This design comes from an exercise in tuning for small area on the open sky130 flow, not from production work. At most, simulation tests tie the RTL to the original design; equivalence was not proved. The flow treats the clock pin as an ideal source, which a real chip does not have.

==> 07-23: inputs <==
Design feeder_top, start of the top module:
module feeder_top #(
    parameter int ADDR_W    = 16,
    parameter int SKEW_STEP = 3
) (
    input  logic                            i_clk,
    input  logic                            i_rst,
    input  logic                            i_start,
    input  logic [7:0]                      i_channel,
    input  logic [array_pkg::HEIGHT_W-1:0]  i_img_height,
    output logic                            o_sram_rden,
    output logic [ADDR_W-1:0]               o_sram_addr,
    input  logic [sram_pkg::WORD_W-1:0]     i_sram_data,
    output logic [74:0]                     o_win,
    output logic                            o_busy,
    output logic                            o_done
);
==> module feeder_top, before the edit <==
module feeder_top #(
    parameter int ADDR_W    = 16,
    parameter int SKEW_STEP = 3
) (
    input  logic                            i_clk,
    input  logic                            i_rst,
    input  logic                            i_start,
    input  logic [7:0]                      i_channel,
    input  logic [array_pkg::HEIGHT_W-1:0]  i_img_height,
    output logic                            o_sram_rden,
    output logic [ADDR_W-1:0]               o_sram_addr,
    input  logic [sram_pkg::WORD_W-1:0]     i_sram_data,
    output logic [74:0]                     o_win,
    output logic                            o_busy,
    output logic                            o_done
);
    logic              run_q;      
    logic              rd_q;       
    logic [2:0]        ph_q;
    logic [7:0]        row_q;      
    logic [ADDR_W-1:0] addr_q;     
    logic              v0_q, v1_q, v2_q;    
    logic              done_q;
    logic [7:0]        pix_q [1:12];        
    logic       start_ok;
    logic       empty;             
    logic       mul;               
    logic       rden;
    logic       real0;             
    logic       fill;              
    logic [7:0] acc_in;
    logic [7:0] mcand;
    logic [9:0] acc_sum;
    logic [2:0] col_in;            
    logic [7:0] pix_in;            
    assign start_ok = i_start && !o_busy;
    assign empty    = (i_img_height == 8'd0);
    assign mul      = start_ok || (run_q && !v0_q && ph_q < 3'd3);
    assign rden     = run_q && !mul && !empty;
    assign real0    = (row_q[7:1] != 7'd0) || (row_q[0] && ph_q[2]);
    assign fill     = (ph_q == 3'd4) && !real0 && !empty;
    assign mcand   = start_ok ? i_channel : addr_q[7:0];
    assign acc_in  = start_ok ? 8'd0 : addr_q[15:8];
    assign acc_sum = {2'b00, acc_in}
                   + (mcand[0] ? {2'b00, i_img_height} : 10'd0)
                   + (mcand[1] ? {1'b0, i_img_height, 1'b0} : 10'd0);
    always_ff @(posedge i_clk) begin
        if (i_rst) begin
            run_q  <= 1'b0;
            v0_q   <= 1'b0;
            v1_q   <= 1'b0;
            v2_q   <= 1'b0;
            done_q <= 1'b0;
        end else begin
            if (start_ok) begin
                run_q <= 1'b1;
            end else if (ph_q == 3'd7 && row_q + 8'd1 == i_img_height) begin
                run_q <= 1'b0;
            end
            if (ph_q == 3'd3) v0_q <= run_q;
            if (ph_q == 3'd6) v1_q <= run_q;
            if (ph_q == 3'd1) v2_q <= v1_q;
            done_q <= (ph_q == 3'd1) && v2_q && !v1_q;
        end
    end
    always_ff @(posedge i_clk) begin
        rd_q <= rden;
        if (start_ok) begin
            ph_q  <= '0;
            row_q <= '0;
        end else begin
            ph_q <= ph_q + 3'd1;
            if (ph_q == 3'd7) begin
                row_q <= row_q + 8'd1;
            end
        end
        if (mul) begin
            addr_q <= {acc_sum, mcand[7:2]};
        end else if (ph_q == 3'd7) begin
            addr_q <= addr_q + 1'b1;
        end
    end
    assign col_in = ph_q - 3'd1;
    assign pix_in = rd_q ? i_sram_data[8*col_in +: 8] : 8'd0;
    always_ff @(posedge i_clk) begin
        pix_q[1] <= pix_in;
        if (fill) begin
            pix_q[2] <= ~i_sram_data[23:16];
            pix_q[3] <= ~i_sram_data[15:8];
            pix_q[4] <= ~i_sram_data[7:0];
        end else begin
            pix_q[2] <= ~pix_q[1];
            pix_q[3] <= pix_q[2];
            pix_q[4] <= pix_q[3];
        end
        for (int k = 5; k <= 12; k++) begin
            pix_q[k] <= pix_q[k-1];
        end
    end
    assign o_sram_rden = rden;
    assign o_sram_addr = addr_q;
    assign o_busy      = run_q || v0_q || v1_q || v2_q;
    assign o_done      = done_q;
    assign o_win[0 +: 25]  = {v0_q,
                              (ph_q == 3'd4 || !real0) ? 8'd0 : ~pix_q[12],
                              !real0 ? 8'd0 : ~pix_q[11],
                              (ph_q == 3'd3 || !real0) ? 8'd0 : ~pix_q[10]};
    assign o_win[25 +: 25] = {v1_q,
                              (ph_q == 3'd7) ? 8'd0 : ~pix_q[7],
                              ~pix_q[6],
                              (ph_q == 3'd6) ? 8'd0 : ~pix_q[5]};
    assign o_win[50 +: 25] = {v2_q,
                              (ph_q == 3'd2) ? 8'd0 : ~pix_q[2],
                              pix_q[1],
                              (ph_q == 3'd1) ? 8'd0 : pix_in};
endmodule
clock: 6.0 ns
lec_check: 0
cap_margin: 20
core_margin: 2
core_utilization: 40
slew_margin: 20
standard.sh (not shown) runs the stock make flow with config.mk's settings and CLKGATE_MAP_FILE= SYNTH_SCRIPT=/design/flow/synth_recipe.tcl, a recipe that flattens the netlist after the stock synthesis.
==> flow/flow/run.sh <==
#!/bin/bash
# The standard layout with four changes:
#  - ABC maps for area (flow/abc_area.script) instead of for speed; the
#    synthesis is otherwise the standard one, so the registers are the same;
#  - the smallest buffer on each port;
#  - a clock tree without dummy loads, built from clkbuf_8;
#  - at the end of CTS, each leaf clock buffer shrunk as far as its
#    flip-flops' clock slew allows (flow/shrink_clk.tcl).
# Each step's output goes to a log of its own here.
set -euo pipefail
here=$(pwd)
rm -rf "$here/scripts_area"
cp -r "$FLOW_HOME/scripts" "$here/scripts_area"
cp "$here/flow/abc_area.script" "$here/scripts_area/abc_area.script"
bash standard.sh ABC_AREA=1 "SCRIPTS_DIR=$here/scripts_area" synth > synth.log 2>&1
bash standard.sh "BUFFER_PORTS_ARGS=-buffer_cell sky130_fd_sc_hd__buf_1" \
  "CTS_ARGS=-sink_clustering_enable -repair_clock_nets -dont_use_dummy_load -buf_list sky130_fd_sc_hd__clkbuf_8" \
  "POST_CTS_TCL=$here/flow/shrink_clk.tcl" finish > finish.log 2>&1
==> flow/flow/abc_area.script <==
strash
dch -f
amap
strash
dch -f
amap
topo
==> flow/flow/shrink_clk.tcl <==
# Run by ORFS at the end of CTS (POST_CTS_TCL). Shrink each leaf clock buffer (one that drives flip-flop clock pins) to the
# smallest clkbuf whose flip-flop clock pins keep an estimated slew under
# 0.09 ns. The root buffer is left as CTS made it.
set target 0.09
set sizes {sky130_fd_sc_hd__clkbuf_2 sky130_fd_sc_hd__clkbuf_4 sky130_fd_sc_hd__clkbuf_8}

proc sink_slew {inst} {
  set worst 0
  set out [get_pins -of_objects $inst -filter "direction==output"]
  foreach pin [get_pins -of_objects [get_nets -of_objects $out]] {
    if {[get_property $pin direction] != "input"} { continue }
    set s [get_property $pin slew_max]
    if {$s > $worst} { set worst $s }
  }
  return $worst
}

proc drives_flops {inst} {
  set out [get_pins -of_objects $inst -filter "direction==output"]
  foreach pin [get_pins -of_objects [get_nets -of_objects $out]] {
    if {[get_property $pin direction] != "input"} { continue }
    if {[get_property [get_property $pin lib_pin] name] == "CLK"} { return 1 }
  }
  return 0
}

estimate_parasitics -placement
foreach inst [get_cells *] {
  set orig [get_property $inst ref_name]
  if {![string match "sky130_fd_sc_hd__clkbuf_*" $orig]} { continue }
  if {![drives_flops $inst]} { continue }
  set best $orig
  foreach c $sizes {
    if {$c == $orig} { break }
    replace_cell $inst $c
    estimate_parasitics -placement
    if {[sink_slew $inst] <= $target} {
      set best $c
      break
    }
  }
  replace_cell $inst $best
  estimate_parasitics -placement
  puts "[get_property $inst name]: $orig -> $best, sink slew [sink_slew $inst]"
}
detailed_placement
check_placement -verbose
==> 07-04: changes against 07-23 <==
--- a/flow/design.v
+++ b/flow/design.v
@@ -50,13 +50,13 @@
     logic [7:0]        row_q;      
     logic [ADDR_W-1:0] addr_q;     
     logic              v0_q, v1_q, v2_q;    
+    logic              real0_q;    
     logic              done_q;
     logic [7:0]        pix_q [1:12];        
     logic       start_ok;
     logic       empty;             
     logic       mul;               
     logic       rden;
-    logic       real0;             
     logic       fill;              
     logic [7:0] acc_in;
     logic [7:0] mcand;
@@ -67,8 +67,7 @@
     assign empty    = (i_img_height == 8'd0);
     assign mul      = start_ok || (run_q && !v0_q && ph_q < 3'd3);
     assign rden     = run_q && !mul && !empty;
-    assign real0    = (row_q[7:1] != 7'd0) || (row_q[0] && ph_q[2]);
-    assign fill     = (ph_q == 3'd4) && !real0 && !empty;
+    assign fill     = (ph_q == 3'd4) && !real0_q && !empty;
     assign mcand   = start_ok ? i_channel : addr_q[7:0];
     assign acc_in  = start_ok ? 8'd0 : addr_q[15:8];
     assign acc_sum = {2'b00, acc_in}
@@ -95,6 +94,7 @@
     end
     always_ff @(posedge i_clk) begin
         rd_q <= rden;
+        if (ph_q == 3'd3) real0_q <= v1_q;
         if (start_ok) begin
             ph_q  <= '0;
             row_q <= '0;
@@ -132,9 +132,9 @@
     assign o_busy      = run_q || v0_q || v1_q || v2_q;
     assign o_done      = done_q;
     assign o_win[0 +: 25]  = {v0_q,
-                              (ph_q == 3'd4 || !real0) ? 8'd0 : ~pix_q[12],
-                              !real0 ? 8'd0 : ~pix_q[11],
-                              (ph_q == 3'd3 || !real0) ? 8'd0 : ~pix_q[10]};
+                              (ph_q == 3'd4 || !real0_q) ? 8'd0 : ~pix_q[12],
+                              !real0_q ? 8'd0 : ~pix_q[11],
+                              (ph_q == 3'd3 || !real0_q) ? 8'd0 : ~pix_q[10]};
     assign o_win[25 +: 25] = {v1_q,
                               (ph_q == 3'd7) ? 8'd0 : ~pix_q[7],
                               ~pix_q[6],
==> flow/run.sh (new file) <==
#!/bin/bash
# synth_recipe.tcl (not shown) runs the flow's synth.tcl, then flattens the netlist and writes it again
# the make line also repeats each setting of config.mk as NAME=value (left out here)
make -C /OpenROAD-flow-scripts/flow DESIGN_CONFIG=/design/flow/config.mk WORK_HOME=/design/flow/orfs CLKGATE_MAP_FILE= SYNTH_SCRIPT=/design/flow/synth_recipe.tcl finish
removed: flow/flow/run.sh
removed: flow/flow/abc_area.script
removed: flow/flow/shrink_clk.tcl
removed: flow/standard.sh
==> results.cfg <==
[synth]
ys_seq_area_share_pct = 48.8
syn_inst = 550
synth_compound_area_share_pct = 9.25
synth_top_family_by_area = simple AND/OR/NAND/NOR gates
post-synth-top-area-fraction_pct = 39.8

[placed_design]
dp_slack_ps = 1150
dp.cells = 883
place_area_um2 = 7520

[status]
status = finished clean
The numbers above come from 07-04.

==> results.cfg <==
[synth]
post-synth-top-area-fraction_pct = 43.1
synthArstFlopShare_pct = 0
ys_seq_area_share_pct = 52.3
synth_compound_area_share_pct = 20.6
syn_inst = 567
synth_top_family_by_area = compound AO/OA/AOI/OAI gates
synthXorXnorAreaFrac_pct = 0.167
synth_most_common_cell = dfxtp_1
yosys.area.top_type = dfxtp_1

[clocking]
cts_sinks = 129

[status]
status = aborted with a tool error
failed_stage = clock tree synthesis
firstError = Error: cts.tcl, 90 pin objects do not have a lib_pin property.

[placed_design]
dp.cells = 917
place_area_um2 = 6140
dp_slack_ps = 1030

[floorplan]
fp-row-count = 41
The numbers above come from 07-23.

Function not checked in 07-23: the RTL went through the layout flow alone.

==> afterwards: timing with drivers on the ports <==
The results above use ideal ports. As a check the final layout listed here was re-extracted and re-timed, cells and wires unchanged. Step 1: set_driving_cell puts a clkbuf_16 on i_clk and a buf_2 on each other input, an assumption about the parent block. Step 2 times the ports against the registers' clock, not the clock port: input delays grow and output delays shrink by t, the midpoint of the rising clock arrivals with the driver on. Three values: ideal ports, drivers, drivers and shift; two values: the first two.
run: 07-04
shift t [ns]: 0.446
setup WS [ns]: 1.303 / 1.279 / 1.115
worst hold slack (ns): 0.318 / 0.318 / 0.318
worst setup path after step 2: input to register
clock arrival spread, ns: 0.009 / 0.009
After both steps setup and hold are still met in 07-04. The setup slack of 07-04 moves by -0.024 ns with the drivers and by -0.188 ns with both steps.
